From an optimization exercise on the open Yosys and OpenROAD flow, aimed at small area and a short achievable clock period; shortcuts taken in it are not production practice. Function was checked by simulation only, so behaviour that the tests miss may differ from the original. The clock port is modelled as an ideal driver; clocking choices that lean on that would not hold on a real chip. Power is estimated from default activity; no workload was simulated.

## build 98
## idStage
module idStage (
    input  logic                            clk,
    input  logic                            rst,
    input  mips_pkg::instrUnion             inst,
    input  logic [32-1:0]     pc,
    input  logic                            wbWriteEnable,
    input  logic [5-1:0] wbWriteAddr,
    input  logic [32-1:0]     wbWriteData,
    output logic [32-1:0]     rsValue,
    output logic [32-1:0]     rtValue,
    output logic [32-1:0]     extImm,
    output logic [32-1:0]     idData,
    output logic [32-1:0]     branchTarget,
    output logic                            branchTaken,
    output logic                            isBranch
);
Size: ~4600 cells after synthesis, about 990 flip-flops, roughly 270 I/O pins, ~47000 um2 of cells after synthesis.
Settings: LEC_CHECK=0, CAP_MARGIN=20, CORE_MARGIN=2, CORE_UTILIZATION=50, PLACE_DENSITY=0.85, SETUP_SLACK_MARGIN=3, SLEW_MARGIN=20, SYNTH_HIERARCHICAL=1, TNS_END_PERCENT=10; clock period 11.0 ns.
standard.sh (not shown) runs the stock make flow with config.mk's settings and CLKGATE_MAP_FILE= SYNTH_SCRIPT=/design/flow/synth_recipe.tcl, a recipe that flattens the netlist after the stock synthesis.
==> flow/flow/run.sh <==
#!/bin/bash
# Layout flow: the standard ORFS flow (standard.sh, which also runs the
# standard synthesis), with two changes:
#  - the buffers that buffer_ports puts on every input and output port are
#    plain buf_2 cells instead of the delay cells it picks by default;
#  - clock tree synthesis clusters up to 20 sinks per leaf buffer and
#    inserts no dummy loads, for a smaller clock tree.
# make's full output goes to flow_make.log here; each ORFS step's log stays
# under orfs/logs/.
set -euo pipefail
bash standard.sh \
    "BUFFER_PORTS_ARGS=-buffer_cell sky130_fd_sc_hd__buf_2" \
    "CTS_ARGS=-sink_clustering_enable -repair_clock_nets -sink_clustering_size 20 -sink_clustering_max_diameter 100 -dont_use_dummy_load" \
    finish > flow_make.log 2>&1
diff inputs: build 98 => build 31
--- a/flow/flow/run.sh
+++ b/flow/flow/run.sh
@@ -2,3 +2,3 @@
 # Layout flow: the standard ORFS flow (standard.sh, which also runs the
-# standard synthesis), with two changes:
+# standard synthesis), with these changes:
 #  - the buffers that buffer_ports puts on every input and output port are
@@ -6,3 +6,5 @@
 #  - clock tree synthesis clusters up to 20 sinks per leaf buffer and
-#    inserts no dummy loads, for a smaller clock tree.
+#    inserts no dummy loads, for a smaller clock tree;
+#  - after CTS, one more setup repair that may resize cells to any footprint
+#    (flow/post_cts.tcl).
 # make's full output goes to flow_make.log here; each ORFS step's log stays
@@ -13,2 +15,3 @@
     "CTS_ARGS=-sink_clustering_enable -repair_clock_nets -sink_clustering_size 20 -sink_clustering_max_diameter 100 -dont_use_dummy_load" \
+    "POST_CTS_TCL=$(pwd)/flow/post_cts.tcl" \
     finish > flow_make.log 2>&1
==> flow/flow/post_cts.tcl (new file) <==
# Hook run by ORFS at the end of the CTS step (POST_CTS_TCL), before it
# writes 4_1_cts.odb: one more setup repair, this time free to resize cells
# to any footprint (the step's own repair keeps footprints), then legalize.
log_cmd estimate_parasitics -placement
log_cmd repair_timing -setup -setup_margin $::env(SETUP_SLACK_MARGIN) -repair_tns 100 -verbose
log_cmd detailed_placement
check_placement -verbose
report_worst_slack -max
--- a/flow/config.mk
+++ b/flow/config.mk
@@ -10,3 +10,2 @@
 export CORE_UTILIZATION = 50
-export PLACE_DENSITY = 0.85
 export SETUP_SLACK_MARGIN = 3
--- outcome ---
Run comparison: build 31 most common library cell in the layout ignoring fill and taps sky130_fd_sc_hd__a22oi_1; build 98 most common library cell in the layout ignoring fill and taps sky130_fd_sc_hd__a22o_1. Compared with build 98, in build 31 met3 track demand over resource in global routing increased 4.0 points; power increased 90 uW; clock network fraction of total power increased 0.3 points. The run with more routed wire is build 31, not build 98. Re fraction of registers with async set/reset: no difference whatsoever between build 31 and build 98. On final area, build 31 and build 98 are basically level. Changes observed in build 31 relative to build 98: global-route wire length before repair went up 28000 um; net switching power went up about 5%; fraction of cell area in non-clock buffers went up 0.19 points; fraction of power consumed by combinational cells went up 0.4 points.
Input-level comparison between build 5 and build 31:
==> flow/flow/run.sh <==
#!/bin/bash
# Layout flow: the standard ORFS flow (standard.sh, which also runs the
# standard synthesis), with two changes:
#  - the buffers that buffer_ports puts on every input and output port are
#    plain buf_2 cells instead of the delay cells it picks by default;
#  - clock tree synthesis clusters up to 20 sinks per leaf buffer and
#    inserts no dummy loads, for a smaller clock tree.
# make's full output goes to flow_make.log here; each ORFS step's log stays
# under orfs/logs/.
set -euo pipefail
bash standard.sh \
    "BUFFER_PORTS_ARGS=-buffer_cell sky130_fd_sc_hd__buf_2" \
    "CTS_ARGS=-sink_clustering_enable -repair_clock_nets -sink_clustering_size 20 -sink_clustering_max_diameter 100 -dont_use_dummy_load" \
    finish > flow_make.log 2>&1
--- a/flow/config.mk
+++ b/flow/config.mk
@@ -10,2 +10,3 @@
 export CORE_UTILIZATION = 50
+export PLACE_DENSITY = 0.92
 export SETUP_SLACK_MARGIN = 3
removed: flow/flow/post_cts.tcl
==> summary.txt <==
- Build 5 did not stop at any stage, and its layout met the timing, DRC and antenna checks.
- Build 5 against build 31: final core area utilization saw an increase, power saw a decrease, clock-net power saw a decrease, clock-pin transition on the worst setup and hold timing paths saw little to no change.
Changes in build 6 relative to build 5:
--- a/flow/config.mk
+++ b/flow/config.mk
@@ -9,4 +9,4 @@
 export CORE_MARGIN = 2
-export CORE_UTILIZATION = 50
-export PLACE_DENSITY = 0.92
+export CORE_UTILIZATION = 65
+export PLACE_DENSITY = 0.8
 export SETUP_SLACK_MARGIN = 3
==> summary.txt <==
Relative to build 5, the switching part of the total of build 6 is higher by 0.55 points. Going from build 5 to build 6, number of tap instances shrinks by 304. Looking at number of cells in the finished layout apart from fillers, build 6 sits 4.5% lower than build 5 does.
### build 6 -> build 70
--- a/flow/flow/run.sh
+++ b/flow/flow/run.sh
@@ -4,3 +4,3 @@
 #  - the buffers that buffer_ports puts on every input and output port are
-#    plain buf_2 cells instead of the delay cells it picks by default;
+#    plain buf_1 cells instead of the delay cells it picks by default;
 #  - clock tree synthesis clusters up to 20 sinks per leaf buffer and
@@ -11,3 +11,3 @@
 bash standard.sh \
-    "BUFFER_PORTS_ARGS=-buffer_cell sky130_fd_sc_hd__buf_2" \
+    "BUFFER_PORTS_ARGS=-buffer_cell sky130_fd_sc_hd__buf_1" \
     "CTS_ARGS=-sink_clustering_enable -repair_clock_nets -sink_clustering_size 20 -sink_clustering_max_diameter 100 -dont_use_dummy_load" \
--- a/flow/config.mk
+++ b/flow/config.mk
@@ -9,4 +9,3 @@
 export CORE_MARGIN = 2
-export CORE_UTILIZATION = 65
-export PLACE_DENSITY = 0.8
+export CORE_UTILIZATION = 55
 export SETUP_SLACK_MARGIN = 3
Notes after the runs:
Delta (build 70 minus build 6): total power ~0 delta; maximum clock frequency +2.2%; overall global routing resource usage -6.8 points. Build 70 reports its most frequent standard cell in the layout excluding fill and tap cells as sky130_fd_sc_hd__a22oi_1 while build 6 reports sky130_fd_sc_hd__a22o_1.

-- static timing again, ports no longer ideal --
Ports are ideal in the flow. The routed layouts listed here were re-timed in OpenROAD.
Step 1: set_driving_cell puts a clkbuf_16 on clk and a buf_2 on each other input, an assumption about the parent block.
Step 2 also shifts input and output timing later by t, the mid clock arrival at the registers, as if the neighbouring blocks saw the same clock.
Three values: ideal ports, drivers, drivers and shift; two values: the first two.
run	t (ns)	setup WS [ns]	worst hold slack (ns)	slew at the worst register clock pin (ns)
build 98	0.704	2.558 / 2.483 / 2.483	0.516 / 0.516 / 0.516	0.09 / 0.09
build 31	0.748	2.413 / 2.357 / 2.357	0.515 / 0.515 / 0.515	0.09 / 0.09
build 5	0.714	2.572 / 2.469 / 2.469	0.517 / 0.517 / 0.517	0.10 / 0.10
build 6	0.736	2.303 / 2.247 / 2.247	0.517 / 0.517 / 0.517	0.11 / 0.11
build 70	0.739	2.494 / 2.417 / 2.417	0.516 / 0.516 / 0.516	0.09 / 0.09
After both steps setup and hold are still met in every run listed. The setup slack of build 5, which loses most, moves by -0.103 ns with the drivers and by -0.103 ns with both steps.
